What follows belongs to an exercise in optimizing a design on an open flow for small area and a short achievable clock period; a production flow would make more cautious choices. Function was checked by simulation only, so behaviour that the tests miss may differ from the original.

==> design.v <==
module mac_sequencer #(
    parameter int ADDR_W = 21,
    parameter int CNT_W  = 4,
    parameter int STRIDE = 8,
    parameter int DATA_W = 64
) (
    input  logic                      clk,
    input  logic                      rst_n,
    input  logic                      start,
    input  logic [ADDR_W-1:0]         start_addr,
    input  logic [CNT_W-1:0]          start_count,
    output logic                      busy,
    output logic [ADDR_W+CNT_W:0]     mir,
    output logic                      mem_req,
    output logic [ADDR_W-1:0]         mem_addr,
    input  logic                      mem_ack,
    input  logic [DATA_W-1:0]         mem_rdata,
    output logic [DATA_W-1:0]         acc_out,
    output logic                      done
);
    localparam int HALF = DATA_W / 2;
    typedef enum logic [1:0] {
        S_IDLE = 2'd0,
        S_REQ  = 2'd1,
        S_MAC  = 2'd2,
        S_DONE = 2'd3
    } state_t;
    state_t state, state_nxt;
    logic                     valid_q;
    logic [ADDR_W-1:0]        addr_q;
    logic [CNT_W-1:0]         count_q;
    logic [DATA_W-1:0]        operand_q;
    logic [DATA_W-1:0]        acc_q;
    logic [CNT_W-1:0]         count_dec;
    logic [ADDR_W-1:0]        addr_inc;
    logic signed [DATA_W-1:0] op_a;
    logic signed [DATA_W-1:0] op_b;
    logic signed [DATA_W-1:0] product;
    assign count_dec = count_q - CNT_W'(1);
    assign addr_inc  = addr_q + ADDR_W'(STRIDE);
    assign op_a      = {{HALF{operand_q[DATA_W-1]}}, operand_q[DATA_W-1:HALF]};
    assign op_b      = {{HALF{operand_q[HALF-1]}}, operand_q[HALF-1:0]};
    assign product   = op_a * op_b;
    always_ff @(posedge clk or negedge rst_n) begin
        if (!rst_n) state <= S_IDLE;
        else        state <= state_nxt;
    end
    always_comb begin
        state_nxt = state;
        case (state)
            S_IDLE: if (start) state_nxt = (start_count != '0) ? S_REQ : S_DONE;
            S_REQ:  if (mem_ack) state_nxt = S_MAC;
            S_MAC:  state_nxt = (count_dec == '0) ? S_DONE : S_REQ;
            S_DONE: state_nxt = S_IDLE;
            default: state_nxt = S_IDLE;
        endcase
    end
    always_ff @(posedge clk or negedge rst_n) begin
        if (!rst_n) begin
            valid_q   <= 1'b0;
            addr_q    <= '0;
            count_q   <= '0;
            operand_q <= '0;
            acc_q     <= '0;
        end else begin
            case (state)
                S_IDLE: begin
                    if (start) begin
                        acc_q <= '0;
                        if (start_count != '0) begin
                            valid_q <= 1'b1;
                            addr_q  <= start_addr;
                            count_q <= start_count;
                        end
                    end
                end
                S_REQ: if (mem_ack) operand_q <= mem_rdata;
                S_MAC: begin
                    acc_q <= acc_q + product;
                    if (count_dec == '0) begin
                        valid_q <= 1'b0;
                        addr_q  <= '0;
                        count_q <= '0;
                    end else begin
                        addr_q  <= addr_inc;
                        count_q <= count_dec;
                    end
                end
                default: ;
            endcase
        end
    end
    assign mir      = {valid_q, addr_q, count_q};
    assign mem_addr = addr_q;
    assign mem_req  = (state == S_REQ);
    assign busy     = (state != S_IDLE);
    assign done     = (state == S_DONE);
    assign acc_out  = acc_q;
endmodule
==> run.sh <==
#!/bin/bash
# synth_recipe.tcl (not shown) runs the flow's synth.tcl, then flattens the netlist and writes it again
# the make line also repeats each setting of config.mk as NAME=value (left out here)
make -C /OpenROAD-flow-scripts/flow DESIGN_CONFIG=/design/flow/config.mk WORK_HOME=/design/flow/orfs CLKGATE_MAP_FILE= SYNTH_SCRIPT=/design/flow/synth_recipe.tcl finish
==> config.mk <==
export PLATFORM = sky130hd
export DESIGN_NAME = mac_sequencer
export DESIGN_NICKNAME = mac_sequencer
export VERILOG_FILES = /design/flow/design.v
export SDC_FILE = /design/flow/constraint.sdc
export NUM_CORES = 4
export LEC_CHECK = 0
export CAP_MARGIN = 20
export CORE_MARGIN = 2
export CORE_UTILIZATION = 40
export SLEW_MARGIN = 20
==> constraint.sdc <==
create_clock -name core_clock -period 10.0 [get_ports {clk}]
set_input_delay 2.0000 -clock core_clock [delete_from_list [all_inputs] [get_ports {clk}]]
set_output_delay 2.0000 -clock core_clock [all_outputs]
set_load 0.01 [all_outputs]
==> impl.org <==
** Timing
- Max-Slew Margin vs Limit :: 0.317
- The hold violation count in the final report was 0.
- For the final database, setup skew stands at 0.0288 ns.
- Static timing analysis puts the maximum clock frequency at 105 MHz.
- The max-slew violation count was 0.
- Share of the clock period used by the worst path after layout :: 0.948
- Measured slew at the worst slew-check pin :: 1.02 ns
- Final number of setup-violating endpoints :: 0
- Min cycle time layout :: 9.48 ns
- Setup repair after global routing left no endpoint under its margin.
- Summed over all failing endpoints, the final setup total negative slack is 0 ns.

** Synthesis
- Post-synth top flop :: dfrtp_1
- Synthesis produced 4914 cells.
- Syn avg cell area :: 9.49 µm²
- Counting flops with an async set or reset pin after synthesis yields a share of 1.00.
- For this run, the number of Yosys warnings is 1.
- After synthesis, the largest family of logic cells by area is adder cells.
- By area the synthesized netlist is led by fa_1 (52%), inv_1 (10%), dfrtp_1 (8.4%), and2_1 (6.1%), ha_1 (5.9%).
- Arithmetic-cell share of the synthesized area counting full adders, half adders and majority gates :: 0.579
- Area share of and/or/nand/nor cells after synthesis :: 0.138
- Cell with the most instances after synthesis :: inv_1
- Area share of the leading cell type in the synthesized netlist :: 0.519
- Count of flip-flops with a built-in enable after synthesis :: 0
- Proportion of synthesized area in mux cells :: 0.0159
- Cell area after synthesis :: 0.0466 mm²
- Leading post-synthesis cells by instance count :: inv_1 (1257), fa_1 (1210), nand2_1 (670)
- The number of nets handed over by synthesis was 6438.
- Yosys cell types :: 75
- Sequential cell area fraction in the yosys report :: 0.0837
- Register bit count reported by yosys :: 156
- The share of the synthesized area in compound gates (AO/OA/AOI/OAI) is 0.0440.
- Xor and xnor fraction of the mapped netlist area :: 0.0143
- Dominant cell type by area after synthesis :: fa_1

** Placement
- Number of I/O port buffers :: 206
- Post-detailed-placement cell area :: 0.0502 mm²
- After legalization and detailed placement, the total HPWL measured 114 mm.
- RePlAce Congestion :: 0.943

** Status
- Outcome :: finished clean

** Detailed routing
- After detailed routing, the number of remaining DRC violations is 0.
- Via count of the routed design :: 33044
- Pre-Repair DR Iteration Count :: 5
- The detail route stage leaves a number of antenna-violating nets equal to 0.
- After detailed routing, the average wire length per cell comes to 21.7 µm.
- Total Routed Length :: 141 mm
- The detailed router finished its first iteration with 2255 violations.
- Dividing the detail-routed via count by the number of cells gives 5.08.

** Worst setup path
- Arrival time of data at the critical path endpoint :: 9.89 ns
- Crit end category :: register
- Largest delay share family, worst path :: adder cells
- Worst-path cell with the longest stage delay :: dfrtp_1
- Bufs and invs on worst path :: 8
- WP data required :: 10.41 ns
- Most frequent cell on the critical path :: fa_1
- On the worst path, the slowest cell contributes a delay of 0.92 ns.
- The critical path in this run is classified as reg -> reg.
- Setup crit start kind :: register
- Highest net fanout along the worst path :: 17

** Min path
- Worst min path class :: reg -> reg

** CTS
- Root cell of the clock tree :: clkbuf_16
- TritonCTS built the clock tree.
- Post-CTS timing repair inserted 0 buffers for setup.
- Post-CTS repair changed the size of 0 cells.
- Clock-pin slew was measured on the worst setup and hold paths at 0.08 ns.
- For this design, the sink count on the clock tree is 156.
- Clock tree synthesis inserted a total of 17 buffers.
- Clock Tree Buf Depth :: 2
- The H-tree was split into 4 levels.
- For the worst-skew pair, the clock arrives at the later sink with an insertion delay of 0.54 ns.
- Buffers inserted to repair hold after CTS numbered 0.

** GRT
- Via count of the first global-routing pass :: 36784
- After global routing the overflow that remains totals 0.
- Total Routing Usage GR :: 0.248
- First-pass GRT wire length :: 223 mm
- The layer flagged by global routing as most heavily used is met2.
- GR met2 Demand/Resource :: 0.409
- Antenna violations before repair :: 6
- Entering global routing, the biggest net connects 81 pins.
- Global-route track usage on met1 :: 0.335
- For met3 alone, demand over resource in global routing was 0.0436.

** Die
- After floorplanning, the core was sized to cover 0.116 mm².
- I/O Pins :: 207
- In this run the vertical extent of the chip is 345 µm.
- Die extent in x :: 345 µm
- Effective utilization at floorplan :: 0.402
- After floorplanning, the core was divided into 125 placement rows.
- Die area :: 0.119 mm²

** Cells and area
- The area growth from synthesis to layout is 8.95%.
- Fraction of layout instances using a drive strength above 1 :: 0.0488
- Utilization after layout :: 0.438
- Final-stage net count :: 6489
- Once layout is done, the placed cells without fillers occupy 0.0508 mm².

** Job
- Count of maximum capacitance violations :: 0
-- layer usage --
| metal | wire length [µm] | vias up | part of all wire |
|---|---|---|---|
| li1 | - | 14204 | - |
| met4 | 3900 | 0 | 0.028 |
| met1 | 59300 | 17448 | 0.42 |
| met3 | 10000 | 203 | 0.071 |
| met2 | 67800 | 1189 | 0.48 |
| met5 | 0 | - | 0 |
-- cell usage in the layout, fill, tap and decap left out, types with 18 or more instances in the layout --
cell type        instances
fa_1                  1210
nor2_1                  80
and3_1                  21
nand2b_1                18
nand2_1                668
a21o_1                  24
inv_1                 1253
dfrtp_2                 29
a21oi_1                 82
xor2_1                  29
buf_4                   89
nand3_1                 22
mux2_2                  64
clkdlybuf4s50_1        205
xnor2_1                 47
o21ai_1                 33
and2_1                 454
dfrtp_1                127
ha_1                   221
o21ai_0                102
-- cell families after synthesis --
logic type	count (synthesis)
and+or+nand+nor	1329
AOI/OAI and AO/OA	333
xor gates and xnor gates	76
adders and majority gates	1431
DFF	156
buffers and inverters	1523
muxes	66
-- state kept, by name (all words and copies together) (netlist names) --
name / count
count_q: 4
operand_q: 64
addr_q: 21
valid_q: 1
acc_q: 64
state: 2
-- final timing paths --
check                                         start                        end  slack (ns)  cells past startpoint
max in group asynchronous                     rst_n  operand_q[48]$_DFFE_PN0P_        7.13                      2
max reg2reg                operand_q[2]$_DFFE_PN0P_      acc_q[61]$_DFFE_PN0P_        0.52                     29
max                        operand_q[2]$_DFFE_PN0P_      acc_q[61]$_DFFE_PN0P_        0.52                     29
min reg2reg                     valid_q$_DFFE_PN0P_        valid_q$_DFFE_PN0P_        0.48                      2
min in group asynchronous                     rst_n      acc_q[54]$_DFFE_PN0P_        1.45                      1
min                             valid_q$_DFFE_PN0P_        valid_q$_DFFE_PN0P_        0.48                      2
-- worst min-delay path, cell delays in order, from the launching register on --
cell and delay, ns:
dfrtp_1 0.34, nand2_1 0.04, o21ai_0 0.06
-- final cells by class --
| class | instances | area, µm² |
|---|---|---|
| clock inverters | 14 | 110 |
| clock buffers | 18 | 429 |
| diodes | 1 | 2.50 |
| fillers | 11189 | 65100 |
| inverters | 1257 | 4720 |
| repair buffers | 298 | 2800 |
| multi-input cells | 3235 | 36900 |
| well taps | 1524 | 1910 |
| flip-flops and latches | 156 | 3940 |
-- stage by stage --
| step | hold slack (ns) | setup slack [ns] | std cells |
|---|---|---|---|
| floorplan | 0.451 | 1.33 | 4914 |
| global placement | 0.461 | 0.612 | 6469 |
| detailed placement | 0.471 | 0.583 | 6469 |
| CTS | 0.486 | 0.525 | 6501 |
| global route | 0.537 | 0.257 | 6502 |
| finish | 0.484 | 0.520 | 6503 |

-- static timing again, ports no longer ideal --
The results above use ideal ports. As a check the final layout listed here was re-extracted and re-timed, cells and wires unchanged.
Step 1 assumes that a clkbuf_16 drives the clock port and a buf_2 every other input.
Step 2 adds t to the input delays and takes it off the output delays; t is the mean of the earliest and latest rising clock arrival at the registers after step 1. Input paths then give back, and output paths get back, about the clock's delay inside the block.
a / b / c = ideal ports / drivers / drivers and shift; a / b = the first two.
t, ns: 0.599
setup WS [ns]: 0.520 / 0.520 / 0.520
latest minus earliest clock arrival (ns): 0.029 / 0.029
slew at the worst register clock pin (ns): 0.09 / 0.09
cell pins on the clock port's net: 1
After both steps setup and hold are still met in this run. The setup slack of this run moves by 0.000 ns with the drivers and by 0.000 ns with both steps.
